What follows belongs to an exercise in optimizing a design on an open flow for small area, a short achievable clock period and few clock cycles; a production flow would make more cautious choices. Where RTL was checked, it was by simulation tests only, not by an equivalence proof against the original. The RTL of runs 1 to 4 was laid out without a check of its function. Power figures rest on the tool's default switching activity, not on a simulated workload.

==> config.mk <==
export PLATFORM = sky130hd
export DESIGN_NAME = shipValidator
export DESIGN_NICKNAME = shipValidator
export VERILOG_FILES = /design/flow/design.v
export SDC_FILE = /design/flow/constraint.sdc
export NUM_CORES = 4
export LEC_CHECK = 0
export ABC_AREA = 1
export CAP_MARGIN = 20
export CORE_MARGIN = 2
export CORE_UTILIZATION = 40
export PLACE_DENSITY = 0.6
export SLEW_MARGIN = 20
==> constraint.sdc <==
create_clock -name core_clock -period 6.0 [get_ports {clk}]
set_input_delay 1.2000 -clock core_clock [delete_from_list [all_inputs] [get_ports {clk}]]
set_output_delay 1.2000 -clock core_clock [all_outputs]
set_load 0.01 [all_outputs]
==> design.v <==
package fleetPkg;
	localparam int boardSize = 8;
	localparam int fleetDepth = 11;
	typedef enum logic [2:0]
	{
		submarine = 3'd0,
		cruiser = 3'd1,
		seaplane = 3'd2,
		battleship = 3'd3,
		carrier = 3'd4
	} shipKindT;
endpackage
`timescale 1ns/10ps
module shipCellDecoder
(
	input logic [14:0] request,
	output logic [7:0] rowA,
	output logic [7:0] colA,
	output logic [7:0] rowB,
	output logic [7:0] colB,
	output logic onBoard
);
	logic [2:0] kind;
	logic [3:0] x;
	logic [3:0] y;
	logic direction;
	logic [1:0] orientation;
	logic straight;
	logic isSeaplane;
	logic atLeast2;
	logic atLeast4;
	logic is5;
	logic [7:0] xHot;
	logic [7:0] yHot;
	logic [7:0] xRun;
	logic [7:0] yRun;
	logic xFits;
	logic yFits;
	logic seaplaneFits;
	assign kind = request[14:12];
	assign x = request[10:7];
	assign y = request[6:3];
	assign direction = request[2];
	assign orientation = request[1:0];
	assign isSeaplane = (kind == 3'd2);
	assign straight = (kind == 3'd0) || (kind == 3'd1) || (kind == 3'd3) || (kind == 3'd4);
	assign atLeast2 = (kind == 3'd1) || (kind == 3'd3) || (kind == 3'd4);
	assign atLeast4 = (kind == 3'd3) || (kind == 3'd4);
	assign is5 = (kind == 3'd4);
	always_comb
	begin
		for (int i = 0; i < 8; i++)
		begin
			xHot[i] = (x[2:0] == 3'(i));
			yHot[i] = (y[2:0] == 3'(i));
		end
		for (int i = 0; i < 8; i++)
		begin
			xRun[i] = xHot[i];
			yRun[i] = yHot[i];
			if (i >= 1)
			begin
				xRun[i] = xRun[i] || (atLeast2 && xHot[i-1]);
				yRun[i] = yRun[i] || (atLeast2 && yHot[i-1]);
			end
			if (i >= 2)
			begin
				xRun[i] = xRun[i] || (atLeast4 && xHot[i-2]);
				yRun[i] = yRun[i] || (atLeast4 && yHot[i-2]);
			end
			if (i >= 3)
			begin
				xRun[i] = xRun[i] || (atLeast4 && xHot[i-3]);
				yRun[i] = yRun[i] || (atLeast4 && yHot[i-3]);
			end
			if (i >= 4)
			begin
				xRun[i] = xRun[i] || (is5 && xHot[i-4]);
				yRun[i] = yRun[i] || (is5 && yHot[i-4]);
			end
		end
	end
	assign xFits = !(atLeast2 && x[2:0] == 3'd7) && !(atLeast4 && x[2:0] >= 3'd5)
		&& !(is5 && x[2:0] == 3'd4);
	assign yFits = !(atLeast2 && y[2:0] == 3'd7) && !(atLeast4 && y[2:0] >= 3'd5)
		&& !(is5 && y[2:0] == 3'd4);
	always_comb
	begin
		case (orientation)
			2'd0: seaplaneFits = x[2:0] <= 3'd5 && y[2:0] <= 3'd6;
			2'd1: seaplaneFits = x[2:0] <= 3'd5 && y[2:0] >= 3'd1;
			2'd2: seaplaneFits = x[2:0] <= 3'd6 && y[2:0] <= 3'd5;
			default: seaplaneFits = x[2:0] >= 3'd1 && y[2:0] <= 3'd5;
		endcase
	end
	assign onBoard = !x[3] && !y[3] && (isSeaplane ? seaplaneFits
		: straight && (direction ? yFits : xFits));
	always_comb
	begin
		if (isSeaplane)
		begin
			rowA = orientation[1] ? (yHot | {yHot[5:0], 2'b0}) : yHot;
			colA = orientation[1] ? xHot : (xHot | {xHot[5:0], 2'b0});
			rowB = orientation == 2'd1 ? {1'b0, yHot[7:1]} : {yHot[6:0], 1'b0};
			colB = orientation == 2'd3 ? {1'b0, xHot[7:1]} : {xHot[6:0], 1'b0};
		end
		else
		begin
			rowA = direction ? yRun : yHot;
			colA = direction ? xHot : xRun;
			rowB = '0;
			colB = '0;
		end
	end
endmodule
`timescale 1ns/10ps
module overlapScanner
(
	input logic player,
	input logic [63:0] shipMask,
	input logic [63:0] occupied0,
	input logic [63:0] occupied1,
	output logic hit
);
	logic hit0;
	logic hit1;
	assign hit0 = |(shipMask & occupied0);
	assign hit1 = |(shipMask & occupied1);
	assign hit = player ? hit1 : hit0;
endmodule
`timescale 1ns/10ps
module fleetStore
(
	input logic clk,
	input logic rstN,
	input logic player,
	input logic writeStrobe,
	input logic [63:0] shipMask,
	output logic [63:0] occupied0,
	output logic [63:0] occupied1,
	output logic fleetFull
);
	logic [3:0] count0;
	logic [3:0] count1;
	assign fleetFull = player ? (count1 == 4'(fleetPkg::fleetDepth))
		: (count0 == 4'(fleetPkg::fleetDepth));
	always_ff @(posedge clk or negedge rstN)
	begin
		if (!rstN)
		begin
			occupied0 <= '0;
			occupied1 <= '0;
			count0 <= '0;
			count1 <= '0;
		end
		else if (writeStrobe)
		begin
			if (player)
			begin
				occupied1 <= occupied1 | shipMask;
				count1 <= count1 + 4'd1;
			end
			else
			begin
				occupied0 <= occupied0 | shipMask;
				count0 <= count0 + 4'd1;
			end
		end
	end
endmodule
`timescale 1ns/10ps
module placementControl
(
	input logic clk,
	input logic rstN,
	input logic enable,
	input logic onBoard,
	input logic fleetFull,
	input logic hit,
	output logic writeStrobe,
	output logic placed,
	output logic borderConflict,
	output logic memoryConflict
);
	logic holding;
	logic placedHeld;
	logic placeNow;
	assign placeNow = onBoard && !fleetFull && !hit;
	assign writeStrobe = enable && !holding && placeNow;
	assign placed = enable && (holding ? placedHeld : placeNow);
	assign borderConflict = enable && !onBoard;
	assign memoryConflict = enable && onBoard && (holding ? !placedHeld : (fleetFull || hit));
	always_ff @(posedge clk or negedge rstN)
	begin
		if (!rstN)
		begin
			holding <= 1'b0;
			placedHeld <= 1'b0;
		end
		else
		begin
			holding <= enable;
			if (!holding)
				placedHeld <= placeNow;
		end
	end
endmodule
`timescale 1ns/10ps
module shipValidator
(
	input logic clk,
	input logic rstN,
	input logic enable,
	input logic [14:0] request,
	output logic placed,
	output logic borderConflict,
	output logic memoryConflict,
	output logic conflict
);
	logic [7:0] rowA;
	logic [7:0] colA;
	logic [7:0] rowB;
	logic [7:0] colB;
	logic onBoard;
	logic [63:0] shipMask;
	logic [63:0] occupied0;
	logic [63:0] occupied1;
	logic fleetFull;
	logic hit;
	logic writeStrobe;
	shipCellDecoder decoder
	(
		.request(request),
		.rowA(rowA),
		.colA(colA),
		.rowB(rowB),
		.colB(colB),
		.onBoard(onBoard)
	);
	always_comb
		for (int r = 0; r < 8; r++)
			for (int c = 0; c < 8; c++)
				shipMask[r*8 + c] = (rowA[r] && colA[c]) || (rowB[r] && colB[c]);
	fleetStore store
	(
		.clk(clk),
		.rstN(rstN),
		.player(request[11]),
		.writeStrobe(writeStrobe),
		.shipMask(shipMask),
		.occupied0(occupied0),
		.occupied1(occupied1),
		.fleetFull(fleetFull)
	);
	overlapScanner scanner
	(
		.player(request[11]),
		.shipMask(shipMask),
		.occupied0(occupied0),
		.occupied1(occupied1),
		.hit(hit)
	);
	placementControl control
	(
		.clk(clk),
		.rstN(rstN),
		.enable(enable),
		.onBoard(onBoard),
		.fleetFull(fleetFull),
		.hit(hit),
		.writeStrobe(writeStrobe),
		.placed(placed),
		.borderConflict(borderConflict),
		.memoryConflict(memoryConflict)
	);
	assign conflict = borderConflict | memoryConflict;
endmodule
==> run.sh <==
#!/bin/bash
# synth_recipe.tcl (not shown) runs the flow's synth.tcl, then flattens the netlist and writes it again
# the make line also repeats each setting of config.mk as NAME=value (left out here)
make -C /OpenROAD-flow-scripts/flow DESIGN_CONFIG=/design/flow/config.mk WORK_HOME=/design/flow/orfs CLKGATE_MAP_FILE= SYNTH_SCRIPT=/design/flow/synth_recipe.tcl finish
==> results of run 1 <==
## logic make-up after synthesis
logic type,after synthesis
AOI/OAI and AO/OA,200
xor gates and xnor gates,4
adders and majority gates,2
buffers and inverters,160
DFF,138
and+or+nand+nor,580
## flip-flops by register name (all words and copies together) (netlist names)
signal and flops:
control.placedHeld 1, store.occupied1 64, control.holding 1, store.count0 4, store.occupied0 64, store.count1 4
## area by class of cell
cell class / count / area (um^2)
tap: 265 / 332
sequential: 138 / 3450
timing repair buffer: 57 / 517
inverter: 135 / 507
clock inverter: 11 / 145
fill: 1958 / 10200
multi-input combinational: 786 / 3820
clock buffer: 20 / 457
## worst min-delay path, stage by stage, from the launching register on
cell     delay [ns]
dfrtp_1        0.32
inv_1          0.04
o21ai_0        0.06
## how the worst max path moves through the flow
| stage | cells past startpoint | slack (ns) | startpoint | to |
|---|---|---|---|---|
| after floorplan | 21 | 1.72 | request[3] | conflict |
| after global routing | 20 | 0.02 | request[12] | placed |
| after CTS | 23 | 0.05 | request[3] | placed |
| after detailed placement | 23 | -0.09 | request[9] | placed |
| final | 22 | 0.22 | request[12] | placed |
| after global placement | 23 | -0.11 | request[9] | placed |
## cell usage in the layout (no fill, tap or decap), drive strengths merged, types with 2 or more instances in the layout
| cell type | synthesis | layout |
|---|---|---|
| inv | 128 | 130 |
| bufinv | 0 | 3 |
| nand4 | 6 | 6 |
| dlygate4sd2 | 0 | 2 |
| dlymetal6s2s | 0 | 5 |
| o21ai | 51 | 51 |
| o21bai | 124 | 124 |
| clkinv | 7 | 10 |
| ha | 2 | 2 |
| nand2 | 454 | 454 |
| dfrtp | 138 | 138 |
| nand3 | 40 | 40 |
| clkbuf | 2 | 20 |
| nor3 | 8 | 8 |
| o31ai | 2 | 2 |
| nor2 | 71 | 71 |
| clkdlybuf4s50 | 0 | 13 |
| xor2 | 3 | 3 |
| a21oi | 15 | 15 |
| buf | 23 | 37 |
| clkinvlp | 0 | 3 |
## repair_timing
action,CTS,global route
resized for setup,3,20
pin swaps,0,2
setup endpoints to repair,2,3
hold buffers,0,0
buffers inserted,0,2
## report_power, final
part	switching, mW	leakage (nW)	internal, mW
Sequential	0.0179	1.89	0.960
Combinational	0.150	2.53	0.0731
Clock	0.408	0.288	0.673
Total	0.577	4.71	1.71
## routing by layer
layer | routed length, um | up-vias | GRT usage [%]
li1 | - | 3520 | -
met1 | 10500 | 3285 | 31.2
met5 | 0 | - | 0
met2 | 9480 | 188 | 33.5
met3 | 1150 | 31 | 5.10
met4 | 535 | 0 | 7.72
## stage by stage
stage,setup slack (ns),hold WS (ns),utilization [%]
2_1_floorplan,1.72,0.424,-
3_3_place_gp,-0.110,0.437,44.2
3_5_place_dp,-0.0865,0.445,44.2
4_1_cts,0.0455,0.462,47.3
5_1_grt,0.0222,0.475,47.6
6_report,0.221,0.456,47.6
==> qor.csv, run 1 <==
metric;value;unit
drtAntennaViolNets;0;
nets;1155;
cts_tree;yes;
critPathTopFamily;buffers and inverters;
r2r_end;store.occupied0[61]$_DFFE_PN0P_;
root_buffer;clkbuf_16;
tns;0;ns
dieArea;20900;um^2
slew_headroom;45.8;%
hold_path_end;store.occupied1[3]$_DFFE_PN0P_;
synth_fp_nets;1104;
ys_async_sr_fraction;100;%
diodes;0;
setup_viol;0;
clk_pin_slew;0.06;ns
core;19400;um^2
die_h;145;um
cp-end-kind;output port;
rows;51;
hp-class;reg2reg;
worstHoldStart;store.occupied1[3]$_DFFE_PN0P_;
die_x;145;um
worstPathArrival;4.58;ns
post-route-period-util;96.3;%
synthMuxAreaShare;0;%
p_total;2.28;mW
io_buffers;21;
path_class;in2out;
grt_setup_unrepaired;false;
path_max_fanout;19;
synth_area;7900;um^2
cp_num_buf_inv;6;
yosys.area_share.xor_xnor;0.443;%
yosys_warnings;4;
syn_avg_cell_area;7.29;um^2
slew_violations;0;
synth_common_cells;nand2_1, dfrtp_1, inv_1;
slowest_delay;0.55;ns
reg2regPathDepth;13;
required;4.80;ns
clk_latency;0.42;ns
placed_cell_area;8570;um^2
crit_path_start_kind;input pin;
synth_cells;1084;
cts_buffers;17;
synth_top_family_by_area;simple AND/OR/NAND/NOR gates;
drt-initial-drc-count;533;
status;finished clean;
yosys.area_share.simple;29.2;%
first_pass_iters;5;
synth.distinct_cells;38;
yosysMostFrequentCell;nand2_1;
area_growth;16.8;%
cts_buffer_depth;2;
maxCapViolations;0;
finalHoldViolCount;0;
synth_top_area_share;43.7;%
grtUsageTotal;22.1;%
ys_seq_area_share;43.7;%
grt_pass1_wl;35.3;mm
post-dp-hpwl;15.6;mm
globalplace.congestion;0.969;
cts.sinks;138;
vdd_drop_max;0.000195;V
reg2reg_slack;3.25;ns
placedCellCount;1379;
wl_per_cell;15.4;um
ys_ff_latch;138;
leakagePower;4.71;nW
wl;21.7;mm
synth_largest_area_cell;dfrtp_1;
crit_top_cell;nand2_1;
fmaxAchievable;173;MHz
synth_flop_cell;dfrtp_1;
synth_compound_area_share;17.7;%
drive_gt1_share;10.2;%
synth_fa_ha_area_share;0.317;%
viasPerCell;4.97;
worstPathCellList;clkdlybuf4s50_1, nand3b_1, buf_12, nand2_1, inv_2, nand2_1, nand2_1, buf_4, nand2_1, o21ai_1, nand2_1, nand2_1, nor2_1, nand2_1, inv_1, nand2_1, nor2_2, nand3_1, nand2_2, nand4_1, a21oi_1, clkdlybuf4s50_1;
grt_pass1_vias;6726;
fin_area;9230;um^2
worst_pin_slew;0.813;ns
vias;7024;
min_path_cells;2;
htreeDepth;4;
grt_overflow;0;
initial_core_util;40.7;%
fin_cells;1412;
power.density;247;nW/um^2
ios;22;
finalCriticalPeriod;5.78;ns
antenna_found_initial;0;
worst_clock_skew;0.00979;ns
slowest_stage;clkdlybuf4s50_1;
drc;0;
synth_edf_count;0;
reg2reg_from;store.occupied1[0]$_DFFE_PN0P_;
grt_max_degree;92;
synthTopCellsByArea;dfrtp_1, nand2_1, o21bai_1;
==> run 2: changes to the inputs <==
--- a/config.mk
+++ b/config.mk
@@ -5,7 +5,6 @@
 export SDC_FILE = /design/flow/constraint.sdc
 export NUM_CORES = 4
 export LEC_CHECK = 0
-export ABC_AREA = 1
 export CAP_MARGIN = 20
 export CORE_MARGIN = 2
 export CORE_UTILIZATION = 40
==> qor.csv, run 2 <==
metric;value;unit
status;finished clean;
htreeDepth;4;
finalHoldViolCount;0;
grtUsageMet3;6.96;%
power.density;216;nW/um^2
leakagePower;6.25;nW
hold_slack;0.457;ns
yosysMostFrequentCell;dfrtp_1;
vias;8480;
ios;22;
root_buffer;clkbuf_16;
final_cell_mix;buf_4, dfrtp_1, a21o_1, o22ai_1, nand2_1;
r2r_end;store.count0[1]$_DFFE_PN0P_;
first_pass_iters;7;
ys_async_sr_fraction;100;%
synth_area;7800;um^2
globalplace.congestion;1.07;
grt_pass1_vias;8518;
hp-class;reg2reg;
ys_seq_area_share;44.3;%
drc;0;
worstPathArrival;4.70;ns
grt_busiest_layer;met2;
synth_edf_count;0;
ys_ff_latch;138;
final_common_cell;buf_4;
antenna_found_initial;0;
viasPerCell;6.30;
worst_slack;0.0991;ns
io_buffers;21;
rows;51;
use_met2;56.5;%
required;4.80;ns
path_class;in2out;
grt_max_degree;96;
finalCriticalPeriod;5.90;ns
drtAntennaViolNets;0;
nets;1089;
cts_buffer_depth;2;
fin_area;11600;um^2
initial_core_util;40.5;%
fin_cells;1347;
grt_overflow;0;
cts.sinks;138;
diodes;0;
dieArea;20600;um^2
core;19300;um^2
worst_pin_slew;0.949;ns
setup_viol;0;
use_met1;46.3;%
worst_clock_skew;0.0185;ns
synth_common_cells;dfrtp_1, a21o_1, o22ai_1;
crit_path_start_kind;input pin;
synth_top_area_share;44.3;%
die_x;144;um
worstSetupStartpoint;request[14];
slew_headroom;36.7;%
post-route-period-util;98.3;%
cts_hold_buffers;0;
area.sequential;3450;um^2
synth.distinct_cells;87;
clk_pin_slew;0.06;ns
cp-end-kind;output port;
setup.worst_path.end;placed;
num-fill-cells;1681;
synth_cells;784;
grt_pass1_wl;53.4;mm
synthTopCellsByArea;dfrtp_1, a21o_1, o22ai_1;
fmaxAchievable;169;MHz
synth_flop_cell;dfrtp_1;
maxCapViolations;0;
die_h;144;um
place_ws;-0.832;ns
yosys_warnings;4;
wl;36.1;mm
path_max_fanout;10;
reg2reg_from;store.occupied1[16]$_DFFE_PN0P_;
cts_tree;yes;
clk_latency;0.44;ns
syn_avg_cell_area;9.95;um^2
post-dp-hpwl;27.5;mm
drive_gt1_share;40.0;%
reg_top3;store.occupied0 x64, store.occupied1 x64;
area_growth;48.3;%
synth_largest_area_cell;dfrtp_1;
placed_cell_area;10300;um^2
cts_buffers;17;
reg2reg_slack;2.30;ns
placedCellCount;1302;
slew_violations;0;
vdd_drop_max;0.000195;V
synth_fp_nets;804;
multi_input_area;4500;um^2
wl_per_cell;26.8;um
drt-initial-drc-count;939;
reg2regPathDepth;11;
grtUsageTotal;35.9;%
run 2: area by class of cell:
class                   instances  share of cell area [%]
inverters                      12                   0.422
clock inverters                14                    1.35
well taps                     265                    2.87
clock buffers                  18                    3.71
repair buffers                323                    22.8
flip-flops and latches        138                    29.9
multi-input cells             577                    39.0
run 2: worst min path at each step:
| stage | cells after the start | to | slack, ns | startpoint |
|---|---|---|---|---|
| 3_3_place_gp | 1 | store.occupied1[15]$_DFFE_PN0P_ | 0.44 | store.occupied1[15]$_DFFE_PN0P_ |
| 6_report | 1 | store.occupied0[5]$_DFFE_PN0P_ | 0.46 | store.occupied0[5]$_DFFE_PN0P_ |
| 4_1_cts | 1 | store.occupied0[41]$_DFFE_PN0P_ | 0.46 | store.occupied0[41]$_DFFE_PN0P_ |
| 3_5_place_dp | 1 | store.occupied0[7]$_DFFE_PN0P_ | 0.44 | store.occupied0[7]$_DFFE_PN0P_ |
| 2_1_floorplan | 1 | store.occupied1[28]$_DFFE_PN0P_ | 0.42 | store.occupied1[28]$_DFFE_PN0P_ |
| 5_1_grt | 1 | store.occupied1[47]$_DFFE_PN0P_ | 0.48 | store.occupied1[47]$_DFFE_PN0P_ |
run 2: logic make-up (layout without fill, tap and decap cells):
kind of cell	after synthesis	in the layout	synth area share, %
xor gates and xnor gates	9	9	1.01
muxes	8	8	1.11
DFF	138	138	44.3
buffers and inverters	69	367	4.43
adders and majority gates	4	4	0.593
AOI/OAI and AO/OA	346	346	33.8
and+or+nand+nor	210	210	14.8
run 2: power by group:
group          internal [mW]  total (mW)  switching [mW]
clock                  0.590        1.08           0.486
combinational          0.194       0.426           0.233
sequential             0.962       0.995          0.0330
total                   1.75        2.50           0.752
run 2: per-layer routing:
| layer | wire [um] | vias to the layer above |
|---|---|---|
| li1 | - | 3651 |
| met5 | 0 | - |
| met3 | 2570 | 125 |
| met1 | 15000 | 4244 |
| met2 | 16200 | 460 |
| met4 | 2300 | 0 |
run 2: stage by stage:
step | utilization [%] | TNS (ns) | total power [mW]
after floorplan | - | 0 | 1.16
after global placement | 53.6 | -15.98 | 1.38
after detailed placement | 53.6 | -14.01 | 1.39
after CTS | 58.7 | -0.0288 | 2.49
after global routing | 60.0 | -0.0393 | 2.57
final | 60.0 | 0 | 2.50
run 2: critical path: stages:
cell and delay, ns:
clkdlybuf4s15_1 0.28, nor3b_4 0.22, buf_12 0.14, o311ai_1 0.40
buf_4 0.24, buf_6 0.14, o22ai_2 0.12, a222oi_1 0.41
buf_4 0.20, nand4_1 0.09, or4_4 0.54, a2bb2oi_4 0.21
buf_6 0.16, o31ai_2 0.19, buf_2 0.16
run 2: repair_timing:
action                     in CTS  in global routing
setup endpoints to repair       3                  3
pin swaps                      16                 15
gates resized for setup        90                 43
cloned                          0                  0
setup buffers                   6                  6
==> run 3: changes to the inputs <==
--- a/config.mk
+++ b/config.mk
@@ -5,8 +5,10 @@
 export SDC_FILE = /design/flow/constraint.sdc
 export NUM_CORES = 4
 export LEC_CHECK = 0
+export ABC_AREA = 1
 export CAP_MARGIN = 20
 export CORE_MARGIN = 2
 export CORE_UTILIZATION = 40
 export PLACE_DENSITY = 0.6
+export SETUP_SLACK_MARGIN = 1.2
 export SLEW_MARGIN = 20
==> qor.csv, run 3 <==
metric;value;unit
cp-end-kind;output port;
grt_overflow;0;
synth_top_area_share;43.7;%
worst_pin_slew;0.811;ns
grt_pass1_wl;36.4;mm
drive_gt1_share;26.9;%
grtUsageTotal;22.8;%
first_pass_iters;5;
top_layer_used;met4;
globalplace.congestion;0.969;
placed_cell_area;8570;um^2
cts_tree;yes;
tns;0;ns
fmaxAchievable;213;MHz
core;19400;um^2
fin_area;10200;um^2
io_buffers;21;
post-route-period-util;78.2;%
multi_input_area;4570;um^2
worstSetupStartpoint;request[3];
htreeDepth;4;
final_common_cell;nand2_1;
drc;0;
dieArea;20900;um^2
synth_fp_nets;1104;
area.sequential;3450;um^2
grt_max_degree;92;
reg2reg_from;store.occupied1[0]$_DFFE_PN0P_;
syn_avg_cell_area;7.29;um^2
wl_per_cell;15.9;um
die_x;145;um
cts.sinks;138;
cts_buffer_depth;2;
num-fill-cells;1864;
antenna_found_initial;0;
synth.distinct_cells;38;
synth_largest_area_cell;dfrtp_1;
slew_headroom;45.9;%
yosysMostFrequentCell;nand2_1;
setup_viol;0;
dr_wl_met2;10.2;mm
wl_met1;10.6;mm
rows;51;
status;finished clean;
root_buffer;clkbuf_16;
maxCapViolations;0;
leakagePower;5.02;nW
post-dp-hpwl;15.6;mm
viasPerCell;5.13;
clk_pin_slew;0.06;ns
wl;22.8;mm
initial_core_util;40.7;%
worstPathArrival;3.49;ns
clk_latency;0.42;ns
finalHoldViolCount;0;
worst_clock_skew;0.00832;ns
cts_buffers;17;
p_total;2.34;mW
worstHoldStart;store.occupied1[3]$_DFFE_PN0P_;
required;4.80;ns
drtAntennaViolNets;0;
reg2reg_slack;3.28;ns
yosys_warnings;4;
die_h;145;um
reg_top3;store.occupied0 x64, store.occupied1 x64;
synth_edf_count;0;
path_max_fanout;9;
cts_hold_buffers;0;
synth_flop_cell;dfrtp_1;
path_class;in2out;
finalCriticalPeriod;4.69;ns
vdd_drop_max;0.000189;V
ys_ff_latch;138;
crit_path_start_kind;input pin;
ys_seq_area_share;43.7;%
area_growth;29.0;%
synth_common_cells;nand2_1, dfrtp_1, inv_1;
vias;7355;
grt_setup_unrepaired;true;
wl_met3;1.31;mm
synth_cells;1084;
power.density;230;nW/um^2
hp-class;reg2reg;
synthTopCellsByArea;dfrtp_1, nand2_1, o21bai_1;
ios;22;
nets;1178;
final_cell_mix;nand2_1, dfrtp_1, o21bai_1, inv_1, nand2_2;
drt-initial-drc-count;461;
ys_async_sr_fraction;100;%
slew_violations;0;
grt_pass1_vias;6954;
synth_area;7900;um^2
diodes;0;
## run 3: metrics by stage
step	hold WS (ns)	worst slack, ns	std cells	utilization (%)
floorplan	0.424	1.72	1084	-
global placement	0.437	-0.110	1379	44.2
detailed placement	0.445	-0.0865	1379	44.2
CTS	0.465	1.15	1428	49.6
global route	0.477	1.14	1435	52.6
finish	0.459	1.31	1435	52.6
## run 3: worst paths after layout
path | end | cells after the start
setup / recovery | placed | 24
hold / removal | store.occupied1[3]$_DFFE_PN0P_ | 2
setup reg to reg | store.occupied0[61]$_DFFE_PN0P_ | 13
hold reg to reg | store.occupied1[3]$_DFFE_PN0P_ | 2
max in group asynchronous | store.occupied0[19]$_DFFE_PN0P_ | 2
min in group asynchronous | store.occupied1[26]$_DFFE_PN0P_ | 1
## run 3: worst max-delay path, stage by stage
cell and delay [ns]:
buf_6 0.12, inv_2 0.08, nand2_2 0.08, nor2_2 0.07, buf_6 0.13, nand2_1 0.07, nand2_2 0.05, o21ai_2 0.19
nand2_4 0.12, buf_6 0.14, nand2_2 0.05, nand2_2 0.06, nand2_1 0.06, nand2_1 0.05, nor2_1 0.10, nand2_1 0.07
inv_2 0.05, nand2_2 0.05, nor2_4 0.13, nand3_2 0.10, nand2_4 0.10, nand4_1 0.10, a21oi_1 0.16, buf_2 0.15
## run 3: per-layer routing
layer  global-route usage [%]  vias to the layer above
met5                        0                        -
met4                     8.89                        0
met3                     4.54                       52
met2                     35.5                      246
met1                     31.5                     3487
li1                         -                     3570
## run 3: kinds of logic (layout without fill, tap and decap cells)
logic type               Yosys count  count (layout)  synth area share [%]
AND/OR/NAND/NOR                  580             582                  29.2
flip-flops                       138             138                  43.7
AO/OA/AOI/OAI                    200             200                  17.7
adder cells (fa/ha/maj)            2               2                 0.317
buffers and inverters            160             244                  8.66
XOR/XNOR                           4               4                 0.443
## run 3: area by class of cell
type / instances / area share [%]
repair buffers: 78 / 7.01
inverters: 135 / 5.19
clock inverters: 11 / 1.42
multi-input cells: 788 / 44.8
clock buffers: 20 / 4.48
flip-flops and latches: 138 / 33.9
well taps: 265 / 3.25
## run 3: report_power, final
group	internal, mW	total (mW)	switching (mW)
Combinational	0.100	0.285	0.185
Sequential	0.960	0.978	0.0183
Clock	0.673	1.08	0.408
Total	1.73	2.34	0.611
## run 3: repair_timing
item | 4_1_cts | 5_1_grt
pin swaps | 30 | 64
cloned | 3 | 0
setup buffers | 15 | 7
resized for setup | 151 | 195
endpoints found under the setup margin | 108 | 4
==> run 4: changes to the inputs <==
--- a/config.mk
+++ b/config.mk
@@ -10,5 +10,5 @@
 export CORE_MARGIN = 2
 export CORE_UTILIZATION = 40
 export PLACE_DENSITY = 0.6
-export SETUP_SLACK_MARGIN = 1.2
+export SETUP_SLACK_MARGIN = 1.8
 export SLEW_MARGIN = 20
==> qor.csv, run 4 <==
metric;value;unit
status;finished clean;
root_buffer;clkbuf_16;
synth_fp_nets;1104;
viasPerCell;5.15;
ys_ff_latch;138;
post-dp-hpwl;15.8;mm
fin_area;10200;um^2
rows;51;
place_ws;-0.00379;ns
worst_slack;1.25;ns
synth_cells;1084;
cp-end-kind;output port;
worst_pin_slew;0.876;ns
slew_violations;0;
clk_latency;0.43;ns
synth_edf_count;0;
synth_common_cells;nand2_1, dfrtp_1, inv_1;
ios;22;
required;4.80;ns
synth.distinct_cells;38;
swShare;26.0;%
hp-class;reg2reg;
cts_hold_buffers;0;
synth_area;7900;um^2
tns;0;ns
placed_cell_area;8580;um^2
die_h;145;um
worstHoldStart;store.occupied1[3]$_DFFE_PN0P_;
yosys_warnings;4;
globalplace.congestion;0.981;
area_growth;28.6;%
synth_top_area_share;43.7;%
io_buffers;21;
grt_overflow;0;
reg2regPathDepth;13;
final_cell_mix;nand2_1, dfrtp_1, o21bai_1, inv_1, nand2_2;
drive_gt1_share;27.0;%
wl;23.0;mm
cts_buffers;17;
synthTopCellsByArea;dfrtp_1, nand2_1, o21bai_1;
die_x;145;um
grtUsageTotal;23.0;%
drc;0;
diodes;0;
grt_pass1_wl;36.6;mm
final_util;52.4;%
yosysMostFrequentCell;nand2_1;
slew_headroom;41.6;%
synth_flop_cell;dfrtp_1;
core;19400;um^2
cts_tree;yes;
crit_path_start_kind;input pin;
power.density;235;nW/um^2
maxCapViolations;0;
ys_async_sr_fraction;100;%
power.internal;1.77;mW
ys_seq_area_share;43.7;%
grt_setup_unrepaired;true;
comb_power_share;11.7;%
grt_pass1_vias;7041;
num-fill-cells;1850;
drt-initial-drc-count;586;
cts.sinks;138;
syn_avg_cell_area;7.29;um^2
reg2reg_from;store.occupied1[0]$_DFFE_PN0P_;
seqPwrFrac;40.9;%
antenna_found_initial;0;
finalHoldViolCount;0;
finalCriticalPeriod;4.75;ns
htreeDepth;4;
r2r_end;store.occupied0[22]$_DFFE_PN0P_;
grt_max_degree;96;
path_class;in2out;
first_pass_iters;5;
hold_path_end;store.occupied1[3]$_DFFE_PN0P_;
setup_viol;0;
wl_per_cell;15.9;um
min_path_cells;2;
post-route-period-util;79.1;%
cts_buffer_depth;2;
worstPathArrival;3.55;ns
drtAntennaViolNets;0;
synth_largest_area_cell;dfrtp_1;
fmaxAchievable;211;MHz
vdd_drop_max;0.000203;V
nets;1185;
reg_top3;store.occupied0 x64, store.occupied1 x64;
multi_input_area;4460;um^2
area.sequential;3450;um^2
reg2reg_slack;3.58;ns
leakagePower;5.04;nW
initial_core_util;40.7;%
clk_pin_slew;0.05;ns
dieArea;20900;um^2
clkPwrFrac;47.4;%
final_common_cell;nand2_1;
vias;7430;
worst_clock_skew;0.0125;ns
netSwitchingPower;0.622;mW
path_max_fanout;9;
[run 4: final cells by class]
cell class | count | area share, %
clock buffer | 19 | 4.36
clock inverter | 13 | 1.88
inverter | 135 | 5.10
multi-input combinational | 788 | 43.9
sequential | 138 | 34.0
tap | 265 | 3.26
timing repair buffer | 85 | 7.55
[run 4: timing repair]
| action | in CTS | in global routing |
|---|---|---|
| pin swaps | 44 | 29 |
| buffers inserted | 20 | 13 |
| gates cloned | 2 | 0 |
| endpoints found under the setup margin | 138 | 17 |
| hold endpoints to repair | 0 | 0 |
| gates resized for setup | 196 | 107 |
[run 4: critical path: stages]
cell and delay, ns:
buf_4 0.16, nand2_1 0.09, nor2_2 0.30, nand2_1 0.10, a21boi_2 0.19, nor2_2 0.22, nand2_1 0.09, nand2_1 0.12
inv_1 0.07, o21ai_1 0.17, nor2_2 0.08, nand3_2 0.11, nor2_4 0.05, nand3_2 0.08, nand2_4 0.07, nand3_2 0.06
nand2_2 0.07, buf_6 0.11, o21ai_2 0.04, buf_2 0.14
[run 4: worst max-delay path by stage]
stage           startpoint        to  cells after the start
2_1_floorplan   request[3]    placed                     20
3_3_place_gp    request[3]  conflict                     24
3_5_place_dp    request[3]  conflict                     19
4_1_cts        request[12]  conflict                     21
5_1_grt        request[14]    placed                     21
6_report        request[9]  conflict                     20
[run 4: cell families after synthesis]
family	after synthesis	share of synthesized area, %
compound gates	200	17.7
simple gates	580	29.2
fa+ha+maj	2	0.317
flops	138	43.7
xor+xnor	4	0.443
buf+inv	160	8.66
[run 4: through the flow]
step / hold slack (ns) / cells / power [mW]
2_1_floorplan: 0.424 / 1084 / 1.12
3_3_place_gp: 0.441 / 1376 / 1.21
3_5_place_dp: 0.450 / 1376 / 1.21
4_1_cts: 0.464 / 1430 / 2.38
5_1_grt: 0.481 / 1443 / 2.48
6_report: 0.460 / 1443 / 2.39
[run 4: per-layer routing]
metal | global-route usage [%] | routed length, um | vias to the layer above | part of all wire (%)
met4 | 8.84 | 757 | 0 | 3.3
met2 | 35.3 | 10200 | 247 | 44
met5 | 0 | 0 | - | 0
li1 | - | - | 3594 | -
met3 | 4.60 | 1390 | 60 | 6.0
met1 | 32.1 | 10600 | 3529 | 46
[run 4: power groups by stage]
stage                     combinational [mW]  sequential [mW]  clock [mW]
after global placement                 0.218            0.994           0
after floorplan                        0.129            0.990           0
after global routing                   0.305            0.982        1.19
after CTS                              0.251            0.978        1.15
final                                  0.280            0.979        1.13
after detailed placement               0.219            0.994           0
==> run 5: changes to the inputs <==
--- a/design.v
+++ b/design.v
@@ -26,14 +26,16 @@
 	logic direction;
 	logic [1:0] orientation;
 	logic straight;
-	logic isSeaplane;
+	logic seaplane;
 	logic atLeast2;
 	logic atLeast4;
 	logic is5;
+	logic horizontal;
+	logic vertical;
 	logic [7:0] xHot;
 	logic [7:0] yHot;
-	logic [7:0] xRun;
-	logic [7:0] yRun;
+	logic [4:1] xStep;
+	logic [4:1] yStep;
 	logic xFits;
 	logic yFits;
 	logic seaplaneFits;
@@ -42,11 +44,21 @@
 	assign y = request[6:3];
 	assign direction = request[2];
 	assign orientation = request[1:0];
-	assign isSeaplane = (kind == 3'd2);
+	assign seaplane = (kind == 3'd2);
 	assign straight = (kind == 3'd0) || (kind == 3'd1) || (kind == 3'd3) || (kind == 3'd4);
 	assign atLeast2 = (kind == 3'd1) || (kind == 3'd3) || (kind == 3'd4);
 	assign atLeast4 = (kind == 3'd3) || (kind == 3'd4);
 	assign is5 = (kind == 3'd4);
+	assign horizontal = straight && !direction;
+	assign vertical = straight && direction;
+	assign xStep[1] = horizontal && atLeast2;
+	assign xStep[2] = (horizontal && atLeast4) || (seaplane && !orientation[1]);
+	assign xStep[3] = horizontal && atLeast4;
+	assign xStep[4] = horizontal && is5;
+	assign yStep[1] = vertical && atLeast2;
+	assign yStep[2] = (vertical && atLeast4) || (seaplane && orientation[1]);
+	assign yStep[3] = vertical && atLeast4;
+	assign yStep[4] = vertical && is5;
 	always_comb
 	begin
 		for (int i = 0; i < 8; i++)
@@ -56,27 +68,28 @@
 		end
 		for (int i = 0; i < 8; i++)
 		begin
-			xRun[i] = xHot[i];
-			yRun[i] = yHot[i];
+			colA[i] = xHot[i];
+			rowA[i] = yHot[i];
+			for (int s = 1; s <= 4; s++)
+				if (i >= s)
+				begin
+					colA[i] = colA[i] || (xStep[s] && xHot[i-s]);
+					rowA[i] = rowA[i] || (yStep[s] && yHot[i-s]);
+				end
+		end
+		for (int i = 0; i < 8; i++)
+		begin
+			rowB[i] = 1'b0;
+			colB[i] = 1'b0;
 			if (i >= 1)
 			begin
-				xRun[i] = xRun[i] || (atLeast2 && xHot[i-1]);
-				yRun[i] = yRun[i] || (atLeast2 && yHot[i-1]);
+				rowB[i] = seaplane && orientation != 2'd1 && yHot[i-1];
+				colB[i] = orientation != 2'd3 && xHot[i-1];
 			end
-			if (i >= 2)
+			if (i <= 6)
 			begin
-				xRun[i] = xRun[i] || (atLeast4 && xHot[i-2]);
-				yRun[i] = yRun[i] || (atLeast4 && yHot[i-2]);
-			end
-			if (i >= 3)
-			begin
-				xRun[i] = xRun[i] || (atLeast4 && xHot[i-3]);
-				yRun[i] = yRun[i] || (atLeast4 && yHot[i-3]);
-			end
-			if (i >= 4)
-			begin
-				xRun[i] = xRun[i] || (is5 && xHot[i-4]);
-				yRun[i] = yRun[i] || (is5 && yHot[i-4]);
+				rowB[i] = rowB[i] || (seaplane && orientation == 2'd1 && yHot[i+1]);
+				colB[i] = colB[i] || (orientation == 2'd3 && xHot[i+1]);
 			end
 		end
 	end
@@ -93,25 +106,8 @@
 			default: seaplaneFits = x[2:0] >= 3'd1 && y[2:0] <= 3'd5;
 		endcase
 	end
-	assign onBoard = !x[3] && !y[3] && (isSeaplane ? seaplaneFits
-		: straight && (direction ? yFits : xFits));
-	always_comb
-	begin
-		if (isSeaplane)
-		begin
-			rowA = orientation[1] ? (yHot | {yHot[5:0], 2'b0}) : yHot;
-			colA = orientation[1] ? xHot : (xHot | {xHot[5:0], 2'b0});
-			rowB = orientation == 2'd1 ? {1'b0, yHot[7:1]} : {yHot[6:0], 1'b0};
-			colB = orientation == 2'd3 ? {1'b0, xHot[7:1]} : {xHot[6:0], 1'b0};
-		end
-		else
-		begin
-			rowA = direction ? yRun : yHot;
-			colA = direction ? xHot : xRun;
-			rowB = '0;
-			colB = '0;
-		end
-	end
+	assign onBoard = !x[3] && !y[3] && ((seaplane && seaplaneFits)
+		|| (straight && (direction ? yFits : xFits)));
 endmodule
 `timescale 1ns/10ps
 module overlapScanner
@@ -140,32 +136,36 @@
 	output logic [63:0] occupied1,
 	output logic fleetFull
 );
+	logic boardValid;
+	logic write0;
+	logic write1;
 	logic [3:0] count0;
 	logic [3:0] count1;
+	assign write0 = writeStrobe && !player;
+	assign write1 = writeStrobe && player;
 	assign fleetFull = player ? (count1 == 4'(fleetPkg::fleetDepth))
 		: (count0 == 4'(fleetPkg::fleetDepth));
 	always_ff @(posedge clk or negedge rstN)
 	begin
 		if (!rstN)
 		begin
-			occupied0 <= '0;
-			occupied1 <= '0;
+			boardValid <= 1'b0;
 			count0 <= '0;
 			count1 <= '0;
 		end
-		else if (writeStrobe)
-		begin
-			if (player)
-			begin
-				occupied1 <= occupied1 | shipMask;
+		else
+		begin
+			boardValid <= 1'b1;
+			if (write0)
+				count0 <= count0 + 4'd1;
+			if (write1)
 				count1 <= count1 + 4'd1;
-			end
-			else
-			begin
-				occupied0 <= occupied0 | shipMask;
-				count0 <= count0 + 4'd1;
-			end
-		end
+		end
+	end
+	always_ff @(posedge clk)
+	begin
+		occupied0 <= (occupied0 & {64{boardValid}}) | (shipMask & {64{write0}});
+		occupied1 <= (occupied1 & {64{boardValid}}) | (shipMask & {64{write1}});
 	end
 endmodule
 `timescale 1ns/10ps
--- a/config.mk
+++ b/config.mk
@@ -5,10 +5,9 @@
 export SDC_FILE = /design/flow/constraint.sdc
 export NUM_CORES = 4
 export LEC_CHECK = 0
-export ABC_AREA = 1
 export CAP_MARGIN = 20
 export CORE_MARGIN = 2
 export CORE_UTILIZATION = 40
 export PLACE_DENSITY = 0.6
-export SETUP_SLACK_MARGIN = 1.8
+export SETUP_SLACK_MARGIN = 1.5
 export SLEW_MARGIN = 20
==> qor.csv, run 5 <==
metric;value;unit
cp_num_buf_inv;36;
use_met1;48.6;%
required;6.37;ns
maxCapViolations;0;
cts_buffers;17;
post-route-period-util;94.9;%
core;18600;um^2
leakagePower;4.96;nW
yosys_warnings;4;
synth_fp_nets;883;
r2r_end;store.occupied1[46]$_DFF_P_;
syn_avg_cell_area;8.75;um^2
synth_flop_cell;dfxtp_1;
final_cell_mix;buf_4, dfxtp_1, a22o_1, nand2_1, buf_6;
grt_pass1_wl;52.6;mm
fmaxAchievable;176;MHz
status;finished clean;
die_h;141;um
synth_edf_count;0;
drc;0;
grt_max_degree;105;
critPathTopFamily;buffers and inverters;
slowest_stage;or3b_4;
num-fill-cells;1561;
ys_seq_area_share;37.6;%
drtAntennaViolNets;0;
clk_latency;0.45;ns
ys_async_sr_fraction;7.91;%
power.density;199;nW/um^2
setup_viol;0;
crit_path_start_kind;input pin;
fin_cells;1456;
grt_busiest_layer;met2;
grt_pass1_vias;8582;
io_buffers;21;
min_path_cells;2;
synth_common_cells;dfxtp_1, a22o_1, nand2_1;
cts_tree;yes;
htreeDepth;4;
path_class;in2reg;
reg2reg_from;store.occupied1[19]$_DFF_P_;
worstHoldStart;store.occupied1[32]$_DFF_P_;
wl;36.6;mm
reg2regPathDepth;12;
root_buffer;clkbuf_16;
synth_cells;863;
area_growth;61.9;%
cts.sinks;139;
synth_area;7550;um^2
antenna_found_initial;0;
synth.distinct_cells;90;
final_common_cell;buf_4;
slowest_delay;0.42;ns
grt_setup_unrepaired;true;
hp-class;reg2reg;
placedCellCount;1336;
finalCriticalPeriod;5.69;ns
finalHoldViolCount;0;
worst_clock_skew;0.0240;ns
worst_pin_slew;1.09;ns
rows;50;
drive_gt1_share;44.8;%
grt_overflow;0;
use_met2;52.2;%
reg2reg_slack;2.76;ns
first_pass_iters;10;
placed_cell_area;9960;um^2
fin_area;12200;um^2
nets;1229;
vdd_drop_max;0.000195;V
globalplace.congestion;1.07;
synth_largest_area_cell;dfxtp_1;
die_x;141;um
slew_violations;0;
ios;22;
slew_headroom;25.6;%
clk_pin_slew;0.06;ns
dieArea;20000;um^2
crit_top_cell;buf_6;
cts_buffer_depth;2;
diodes;0;
reg_top3;store.occupied0 x64, store.occupied1 x64;
hold_path_end;store.occupied1[32]$_DFF_P_;
wl_per_cell;25.1;um
tns;0;ns
hold_slack;0.450;ns
vias;9216;
synth_top_area_share;33.9;%
viasPerCell;6.33;
grtUsageMet3;7.66;%
cp-end-kind;register;
p_total;2.43;mW
cts_hold_buffers;0;
worstPathArrival;6.07;ns
yosysMostFrequentCell;dfxtp_1;
initial_core_util;40.5;%
drt-initial-drc-count;1258;
post-dp-hpwl;24.9;mm
synthTopCellsByArea;dfxtp_1, a22o_1, nand2_1;
path_max_fanout;7;
grtUsageTotal;35.2;%
ys_ff_latch;139;
[run 5: cell types whose count changed in the layout (fill, tap and decap cells not counted), moves of 45 or more]
| cell | delta |
|---|---|
| nand2_1 | -290 |
| buf_4 | +247 |
| dfrtp_1 | -128 |
| dfxtp_1 | +128 |
| o21bai_1 | -112 |
| a22o_1 | +104 |
| inv_1 | -81 |
| nand2_2 | -59 |
| buf_6 | +45 |
[run 5: tightest hold or removal path, cell delays in order, from the launching register on]
cell and delay [ns]:
dfxtp_1 0.31, nand2_1 0.05, o21ai_1 0.05
[run 5: worst max path at each step]
stage	startpoint	end	slack (ns)	cells after the start
after floorplan	request[14]	placed	1.13	12
after global placement	request[12]	placed	-0.64	17
after detailed placement	request[2]	placed	-0.70	15
after CTS	request[13]	placed	0.49	17
after global routing	request[13]	store.occupied0[34]$_DFF_P_	0.28	41
final	request[13]	store.occupied0[34]$_DFF_P_	0.31	41
[run 5: metal layers]
layer  up-vias  routed length (um)
met5         -                   0
met4         0                1980
met3       152                3910
met2       558               15500
met1      4418               15300
li1       4088                   -
[run 5: repair_timing]
item | 4_1_cts | 5_1_grt
gates resized for setup | 197 | 58
setup endpoints to repair | 141 | 109
pin swaps | 47 | 36
setup buffers | 58 | 18
gates cloned | 4 | 8
[run 5: area by class of cell]
type                            count  area (um^2)  area share (%)
Sequential cell                   139         2840            23.2
Clock buffer                       18          439            3.59
Inverter                           28          109           0.890
Tap cell                          234          293            2.39
Clock inverter                     14          124            1.01
Timing Repair Buffer              389         3380            27.6
Multi-Input combinational cell    634         5040            41.2
[run 5: per-stage QoR]
stage / utilization (%) / setup WS (ns)
2_1_floorplan: - / 1.13
3_3_place_gp: 53.4 / -0.644
3_5_place_dp: 53.4 / -0.697
4_1_cts: 62.7 / 0.494
5_1_grt: 65.6 / 0.279
6_report: 65.6 / 0.306
[run 5: logic make-up after synthesis]
kind of cell	count (synthesis)	synth area share, %
compound gates	351	35.4
xor+xnor	5	0.580
fa+ha+maj	2	0.331
buf+inv	90	5.62
flops	139	37.6
mux	11	1.56
other cells	1	0.0497
simple gates	264	18.9
[run 5: power breakdown]
group	switching [mW]	total (mW)	leakage [nW]	internal [mW]
clock	0.460	1.02	0.274	0.555
combinational	0.238	0.465	3.51	0.227
sequential	0.0141	0.950	1.17	0.936
total	0.713	2.43	4.96	1.72
Testbench counts of run 5, summed over its fixed seeds: cycles 4,608.
==> run 6: changes to the inputs <==
--- a/config.mk
+++ b/config.mk
@@ -5,9 +5,11 @@
 export SDC_FILE = /design/flow/constraint.sdc
 export NUM_CORES = 4
 export LEC_CHECK = 0
+export ABC_AREA = 1
 export CAP_MARGIN = 20
 export CORE_MARGIN = 2
 export CORE_UTILIZATION = 40
+export GPL_TIMING_DRIVEN = 0
 export PLACE_DENSITY = 0.6
 export SETUP_SLACK_MARGIN = 1.5
 export SLEW_MARGIN = 20
==> qor.csv, run 6 <==
metric;value;unit
yosysMostFrequentCell;nand2_1;
cp-end-kind;output port;
viasPerCell;5.11;
cts_tree;yes;
synth_edf_count;0;
clk_pin_slew;0.06;ns
yosys.area_share.simple;41.9;%
final_util;54.3;%
finalCriticalPeriod;4.65;ns
status;finished clean;
initial_core_util;41.0;%
wl_per_cell;16.6;um
num-fill-cells;1800;
vdd_drop_max;0.000229;V
reg2reg_slack;3.64;ns
wl;25.7;mm
post-route-period-util;77.5;%
drc;0;
die_h;143;um
required;4.80;ns
fmaxAchievable;215;MHz
dieArea;20400;um^2
hold_path_end;store.occupied0[10]$_DFF_P_;
io_buffers;20;
clk_latency;0.43;ns
reg2regPathDepth;16;
nets;1321;
worst_clock_skew;0.00816;ns
crit_path_start_kind;input pin;
area.sequential;2840;um^2
min_path_cells;2;
maxCapViolations;0;
cts_buffers;17;
p_total;2.42;mW
synth_largest_area_cell;dfxtp_1;
synth.distinct_cells;39;
cts_buffer_depth;2;
power.density;238;nW/um^2
synth_compound_area_share;12.1;%
globalplace.congestion;0.900;
yosys_warnings;4;
synth_common_cells;nand2_1, dfxtp_1, inv_1;
leakagePower;4.55;nW
drive_gt1_share;28.3;%
path_class;in2out;
grt_pass1_wl;39.7;mm
path_max_fanout;8;
hp-class;reg2reg;
slowest_stage;buf_6;
synth_fa_ha_area_share;0.325;%
first_pass_iters;5;
area_growth;32.3;%
place_ws;-0.180;ns
vias;7916;
yosys.area_share.xor_xnor;0.455;%
die_x;143;um
synth_area;7700;um^2
drtAntennaViolNets;0;
ys_ff_latch;139;
grtUsageTotal;25.7;%
synth_cells;1215;
synth_top_family_by_area;simple AND/OR/NAND/NOR gates;
slowest_delay;0.20;ns
worstHoldStart;store.occupied0[10]$_DFF_P_;
rows;50;
grt_setup_unrepaired;true;
final_cell_mix;nand2_1, dfxtp_1, o21ai_0, inv_1, nand2_2;
multi_input_area;5020;um^2
cp_num_buf_inv;5;
crit_top_cell;nand2_2;
root_buffer;clkbuf_16;
finalHoldViolCount;0;
grt_overflow;0;
syn_avg_cell_area;6.34;um^2
ys_seq_area_share;36.9;%
slew_headroom;42.4;%
cts.sinks;139;
synth_fp_nets;1235;
ys_async_sr_fraction;7.91;%
ios;22;
synth_top_area_share;33.3;%
reg_top3;store.occupied0 x64, store.occupied1 x64;
r2r_end;store.count0[3]$_DFFE_PN0N_;
htreeDepth;4;
synthMuxAreaShare;0;%
grt_max_degree;17;
drt-initial-drc-count;639;
final_common_cell;nand2_1;
grt_pass1_vias;7371;
reg2reg_from;store.occupied1[0]$_DFF_P_;
core;18800;um^2
synthTopCellsByArea;dfxtp_1, nand2_1, o21ai_0;
post-dp-hpwl;17.5;mm
setup_viol;0;
worstPathArrival;3.45;ns
worst_slack;1.35;ns
worst_pin_slew;0.858;ns
synth_flop_cell;dfxtp_1;
antenna_found_initial;0;
critPathTopFamily;simple AND/OR/NAND/NOR gates;
slew_violations;0;
diodes;0;
==> run 6: final cells by class <==
type	count	area share [%]
Inverter	117	4.62
Buffer	35	2.33
Sequential cell	139	27.9
Clock buffer	22	4.86
Timing Repair Buffer	67	6.37
Tap cell	234	2.87
Multi-Input combinational cell	924	49.3
Clock inverter	10	1.81
==> run 6: routing by layer <==
| metal | global-route usage [%] | wire, um |
|---|---|---|
| met1 | 34.4 | 11700 |
| met5 | 0 | 0 |
| met4 | 9.80 | 780 |
| met3 | 5.26 | 1550 |
| met2 | 40.9 | 11700 |
==> run 6: how the worst max path moves through the flow <==
| stage | end | from | slack, ns | cells past startpoint |
|---|---|---|---|---|
| final | conflict | request[12] | 1.35 | 25 |
| after global routing | conflict | request[12] | 1.19 | 25 |
| after CTS | conflict | request[12] | 1.32 | 24 |
| after detailed placement | memoryConflict | request[7] | -0.18 | 21 |
| after global placement | conflict | request[7] | -0.16 | 21 |
| after floorplan | conflict | request[12] | 1.84 | 23 |
==> run 6: worst reg2reg max path, delay by kind of cell, from the launching register on <==
family	cells	cell delay, ns
AO/OA/AOI/OAI	1	0.21
buffers and inverters	4	0.58
flip-flops	1	0.32
AND/OR/NAND/NOR	11	1.15
==> run 6: logic make-up (layout without fill, tap and decap cells) <==
logic type,count (synthesis),in the layout
XOR/XNOR,4,4
adder cells (fa/ha/maj),2,2
flip-flops,139,139
other,1,1
AND/OR/NAND/NOR,762,762
AO/OA/AOI/OAI,155,155
buffers and inverters,152,251
==> run 6: power by group <==
part | switching (mW) | leakage [nW] | internal, mW
logic | 0.179 | 3.05 | 0.0926
registers | 0.00975 | 1.18 | 0.933
clock network | 0.415 | 0.327 | 0.795
total | 0.604 | 4.55 | 1.82
==> run 6: repair_timing <==
| item | CTS | global route |
|---|---|---|
| pin swaps | 75 | 54 |
| gates cloned | 3 | 1 |
| gates resized for setup | 247 | 95 |
| hold buffers | 0 | 0 |
| endpoints found under the setup margin | 25 | 4 |
| setup buffers | 31 | 12 |
==> run 6: per-stage QoR <==
stage | TNS, ns | cells | hold WS, ns | instance area, um^2
floorplan | 0 | 1215 | 0.425 | 7700
global placement | -0.320 | 1469 | 0.432 | 8190
detailed placement | -0.360 | 1469 | 0.442 | 8190
CTS | 0 | 1535 | 0.455 | 9770
global route | 0 | 1548 | 0.472 | 10200
finish | 0 | 1548 | 0.452 | 10200
==> run 7: changes to the inputs <==
--- a/config.mk
+++ b/config.mk
@@ -9,7 +9,9 @@
 export CAP_MARGIN = 20
 export CORE_MARGIN = 2
 export CORE_UTILIZATION = 40
-export GPL_TIMING_DRIVEN = 0
+export CTS_BUF_LIST = sky130_fd_sc_hd__clkbuf_8
+export CTS_CLUSTER_DIAMETER = 150
+export CTS_CLUSTER_SIZE = 40
 export PLACE_DENSITY = 0.6
 export SETUP_SLACK_MARGIN = 1.5
 export SLEW_MARGIN = 20
==> qor.csv, run 7 <==
metric;value;unit
cts_tree;yes;
dieArea;20400;um^2
synth_area;7700;um^2
slowest_stage;buf_6;
vias;7572;
grtUsageTotal;22.7;%
worstPathArrival;3.47;ns
yosys_warnings;4;
worst_clock_skew;0.0117;ns
setup_viol;0;
drive_gt1_share;28.9;%
die_x;143;um
synth.distinct_cells;39;
root_buffer;clkbuf_8;
synth_largest_area_cell;dfxtp_1;
core;18800;um^2
ys_seq_area_share;36.9;%
rows;50;
power.density;200;nW/um^2
drtAntennaViolNets;0;
ys_async_sr_fraction;7.91;%
slowest_delay;0.17;ns
yosysMostFrequentCell;nand2_1;
htreeDepth;4;
worst_pin_slew;0.902;ns
globalplace.congestion;0.891;
fmaxAchievable;214;MHz
required;4.80;ns
path_class;in2out;
diodes;0;
synth_edf_count;0;
cp_num_buf_inv;6;
clk_pin_slew;0.08;ns
die_h;143;um
vdd_drop_max;0.000150;V
slew_headroom;39.4;%
slew_violations;0;
clk_latency;0.46;ns
synth_cells;1215;
tns;0;ns
synth_top_area_share;33.3;%
p_total;1.92;mW
wl_per_cell;14.6;um
io_buffers;21;
cts_buffer_depth;2;
area_growth;25.2;%
cp-end-kind;output port;
cts_hold_buffers;0;
ys_ff_latch;139;
synth_common_cells;nand2_1, dfxtp_1, inv_1;
num-fill-cells;1901;
ios;22;
finalHoldViolCount;0;
nets;1290;
grt_overflow;0;
critPathTopFamily;simple AND/OR/NAND/NOR gates;
post-route-period-util;77.8;%
status;finished clean;
final_common_cell;nand2_1;
finalCriticalPeriod;4.67;ns
grt_pass1_vias;7167;
syn_avg_cell_area;6.34;um^2
path_max_fanout;8;
cts_buffers;17;
viasPerCell;4.99;
antenna_found_initial;0;
wl;22.1;mm
synth_fp_nets;1235;
hp-class;reg2reg;
first_pass_iters;7;
reg_top3;store.occupied0 x64, store.occupied1 x64;
synthTopCellsByArea;dfxtp_1, nand2_1, o21ai_0;
leakagePower;4.33;nW
drc;0;
cts.sinks;139;
maxCapViolations;0;
grt_pass1_wl;36.7;mm
grt_max_degree;77;
post-dp-hpwl;15.1;mm
synth_flop_cell;dfxtp_1;
grt_setup_unrepaired;true;
final_cell_mix;nand2_1, dfxtp_1, o21ai_0, nand2_2, inv_1;
drt-initial-drc-count;538;
initial_core_util;41.0;%
crit_path_start_kind;input pin;
[run 7: cell counts after synthesis]
Identical to the previous run, type by type.
[run 7: metrics by stage]
stage               util [%]  setup slack [ns]  std cells  hold WS (ns)  area, um^2
floorplan                  -              1.84       1215         0.425        7700
global placement        43.6             0.101       1456         0.434        8190
detailed placement      43.6             0.127       1456         0.441        8190
CTS                     49.8              1.36       1511         0.458        9340
global route            51.4              1.19       1517         0.473        9640
finish                  51.4              1.33       1517         0.456        9640
[run 7: cell type report]
cell class,count,area (um^2),area share [%]
inverter,117,454,4.71
multi-input combinational,924,5040,52.3
sequential,139,2840,29.5
timing repair buffer,71,634,6.58
clock buffer,19,262,2.71
clock inverter,13,116,1.21
tap,234,293,3.04
[run 7: kinds of logic (layout without fill, tap and decap cells)]
group           Yosys count  after routing  synth area share, %
other cells               1              1               0.0487
fa+ha+maj                 2              2                0.325
flops                   139            139                 36.9
buf+inv                 152            220                 8.37
compound gates          155            155                 12.1
xor+xnor                  4              4                0.455
simple gates            762            762                 41.9
[run 7: power by group]
part / internal (mW) / switching, mW / total (mW)
combinational: 0.0788 / 0.157 / 0.236
sequential: 0.932 / 0.0146 / 0.946
clock: 0.351 / 0.391 / 0.742
[run 7: worst paths after layout]
path	startpoint	endpoint	slack, ns	cells after the start
setup / recovery	request[12]	conflict	1.33	26
hold / removal	store.occupied1[19]$_DFF_P_	store.occupied1[19]$_DFF_P_	0.46	2
setup reg to reg	store.occupied1[0]$_DFF_P_	store.occupied0[34]$_DFF_P_	3.62	15
hold reg to reg	store.occupied1[19]$_DFF_P_	store.occupied1[19]$_DFF_P_	0.46	2
max in group asynchronous	rstN	store.boardValid$_DFF_PN0_	4.52	1
min in group asynchronous	rstN	store.count1[0]$_DFFE_PN0N_	1.08	1
[run 7: timing repair]
item / 4_1_cts / 5_1_grt
gates cloned: 0 / 0
resized for setup: 258 / 83
pin swaps: 69 / 71
setup buffers: 23 / 6
endpoints found under the setup margin: 4 / 3
[run 7: worst min-delay path, delay by kind of cell, from the launching register on]
family | cells | cell delay [ns]
AO/OA/AOI/OAI | 1 | 0.05
flip-flops | 1 | 0.33
AND/OR/NAND/NOR | 1 | 0.04
[run 7: metal layers]
layer  vias up  global-route usage (%)  part of all wire, %
met3        31                    4.39                  4.7
met1      3493                    30.4                   46
met2       164                    37.5                   47
met4         0                    6.51                  1.8
met5         -                       0                    0
li1       3884                       -                    -
==> run 8: changes to the inputs <==
--- a/config.mk
+++ b/config.mk
@@ -9,9 +9,6 @@
 export CAP_MARGIN = 20
 export CORE_MARGIN = 2
 export CORE_UTILIZATION = 40
-export CTS_BUF_LIST = sky130_fd_sc_hd__clkbuf_8
-export CTS_CLUSTER_DIAMETER = 150
-export CTS_CLUSTER_SIZE = 40
 export PLACE_DENSITY = 0.6
-export SETUP_SLACK_MARGIN = 1.5
+export SETUP_SLACK_MARGIN = 1.0
 export SLEW_MARGIN = 20
==> qor.csv, run 8 <==
metric;value;unit
synth_fp_nets;1235;
reg_top3;store.occupied0 x64, store.occupied1 x64;
drc;0;
p_total;2.17;mW
tns;0;ns
post-route-period-util;80.2;%
globalplace.congestion;0.891;
synth_top_area_share;33.3;%
path_class;in2out;
crit_path_start_kind;input pin;
power.density;235;nW/um^2
final_common_cell;nand2_1;
grt_max_degree;77;
vias;7529;
cts_tree;yes;
grt_pass1_vias;7083;
top_layer_used;met4;
initial_core_util;41.0;%
antenna_found_initial;0;
grt_overflow;0;
fin_area;9220;um^2
cts_hold_buffers;0;
hp-class;reg2reg;
required;4.80;ns
dieArea;20400;um^2
diodes;0;
worst_clock_skew;0.00916;ns
wl_met3;1.13;mm
synth_edf_count;0;
wl;21.6;mm
fmaxAchievable;208;MHz
die_h;143;um
maxCapViolations;0;
synthTopCellsByArea;dfxtp_1, nand2_1, o21ai_0;
cts.sinks;139;
final_cell_mix;nand2_1, dfxtp_1, o21ai_0, inv_1;
htreeDepth;4;
clk_latency;0.42;ns
root_buffer;clkbuf_16;
area_growth;19.7;%
dr_wl_met2;10.0;mm
synth_area;7700;um^2
rows;50;
cp-end-kind;output port;
yosysMostFrequentCell;nand2_1;
first_pass_iters;5;
synth.distinct_cells;39;
wl_met1;10.0;mm
cts_buffer_depth;2;
setup_viol;0;
hold_slack;0.451;ns
worst_pin_slew;0.844;ns
drt-initial-drc-count;482;
ios;22;
wl_per_cell;14.4;um
syn_avg_cell_area;6.34;um^2
synth_cells;1215;
nets;1271;
yosys_warnings;4;
ys_ff_latch;139;
drive_gt1_share;20.3;%
slew_violations;0;
io_buffers;21;
synth_largest_area_cell;dfxtp_1;
leakagePower;4.15;nW
ys_seq_area_share;36.9;%
finalHoldViolCount;0;
status;finished clean;
placed_cell_area;8190;um^2
finalCriticalPeriod;4.81;ns
drtAntennaViolNets;0;
ys_async_sr_fraction;7.91;%
grt_pass1_wl;36.0;mm
post-dp-hpwl;15.1;mm
cts_buffers;17;
clk_pin_slew;0.06;ns
vdd_drop_max;0.000203;V
grtUsageTotal;22.4;%
die_x;143;um
core;18800;um^2
synth_flop_cell;dfxtp_1;
worstPathArrival;3.61;ns
grt_setup_unrepaired;true;
viasPerCell;5.03;
path_max_fanout;8;
slew_headroom;43.3;%
synth_common_cells;nand2_1, dfxtp_1, inv_1;
==> run 8: cell counts after synthesis <==
Identical to the previous run, type by type.
==> run 8: worst paths after layout <==
kind | from | endpoint | slack, ns | cells after the start
max in group asynchronous | rstN | store.boardValid$_DFF_PN0_ | 4.51 | 1
min in group asynchronous | rstN | control.placedHeld$_DFF_PN0_ | 1.12 | 1
max | request[3] | conflict | 1.19 | 21
min reg2reg | store.occupied1[19]$_DFF_P_ | store.occupied1[19]$_DFF_P_ | 0.45 | 2
min | store.occupied1[19]$_DFF_P_ | store.occupied1[19]$_DFF_P_ | 0.45 | 2
max reg2reg | store.occupied1[0]$_DFF_P_ | store.occupied0[34]$_DFF_P_ | 3.73 | 14
==> run 8: per-layer routing <==
metal	global-route usage (%)	up-vias
li1	-	3849
met1	29.8	3436
met2	36.8	208
met3	4.19	36
met4	6.93	0
met5	0	-
==> run 8: cell type report <==
type                       count  area (um^2)
clock buffer                  19          453
timing repair buffer          52          413
tap                          234          293
sequential                   139         2840
inverter                     117          444
clock inverter                13          116
multi-input combinational    924         4660
fill                        1959         9550
==> run 8: power breakdown <==
group | switching [mW] | internal (mW)
clock network | 0.426 | 0.594
logic | 0.139 | 0.0597
registers | 0.0150 | 0.933
total | 0.580 | 1.59
==> run 8: through the flow <==
step	worst slack, ns	instances	util [%]
2_1_floorplan	1.84	1215	-
3_3_place_gp	0.101	1456	43.6
3_5_place_dp	0.127	1456	43.6
4_1_cts	1.01	1498	48.7
5_1_grt	0.993	1498	49.1
6_report	1.19	1498	49.1
==> run 8: kinds of logic after synthesis <==
group	count (synthesis)	synth area share [%]
buf+inv	152	8.37
simple gates	762	41.9
flops	139	36.9
fa+ha+maj	2	0.325
compound gates	155	12.1
other cells	1	0.0487
xor+xnor	4	0.455
==> run 8: critical path, stage by stage <==
cell and delay, ns:
dlygate4sd2_1 0.27, inv_4 0.10, buf_12 0.12, nor3_4 0.04
buf_4 0.15, a22o_4 0.30, nand2_1 0.07, nand2_1 0.09
nand2_1 0.11, nand2_1 0.11, nor2_1 0.13, nand2_1 0.10
nor2_1 0.14, nand2_1 0.07, nor2_1 0.13, nor2_2 0.06
nor2_2 0.11, nand2_1 0.08, nand2_2 0.06, nand2_1 0.04
clkbuf_2 0.12
==> run 8: repair_timing <==
item / in CTS / in global routing
setup endpoints to repair: 4 / 3
pin swaps: 25 / 18
cloned: 0 / 0
setup buffers: 10 / 0
gates resized for setup: 127 / 45

-- port drivers added, routing unchanged --
Ports are ideal in the flow. The routed layouts listed here were re-timed in OpenROAD. Step 1, drivers: a clkbuf_16 drives clk and a buf_2 each remaining input, both assumed. Step 2 also shifts input and output timing later by t, the mid clock arrival at the registers, as if the neighbouring blocks saw the same clock. a / b / c = ideal ports / drivers / drivers and shift; a / b = the first two.
run | t, ns | setup slack, ns | slew at the worst register clock pin (ns) | cell pins on the clock port's net
run 1 | 0.463 | 0.221 / 0.196 / 0.196 | 0.06 / 0.06 | 1
run 2 | 0.479 | 0.099 / 0.071 / 0.071 | 0.08 / 0.08 | 1
run 3 | 0.461 | 1.309 / 1.270 / 1.270 | 0.06 / 0.06 | 1
run 4 | 0.475 | 1.253 / 1.223 / 1.223 | 0.06 / 0.06 | 1
run 5 | 0.482 | 0.306 / 0.299 / -0.159 | 0.07 / 0.07 | 1
run 6 | 0.467 | 1.352 / 1.279 / 1.279 | 0.06 / 0.06 | 1
run 7 | 0.496 | 1.330 / 1.271 / 1.271 | 0.09 / 0.09 | 1
run 8 | 0.461 | 1.189 / 1.172 / 1.172 | 0.06 / 0.06 | 1
Met with ideal ports but missed after step 2: setup timing in run 5. For run 5, which loses most, drivers alone change the setup slack by -0.007 ns; drivers and shift together by -0.465 ns.
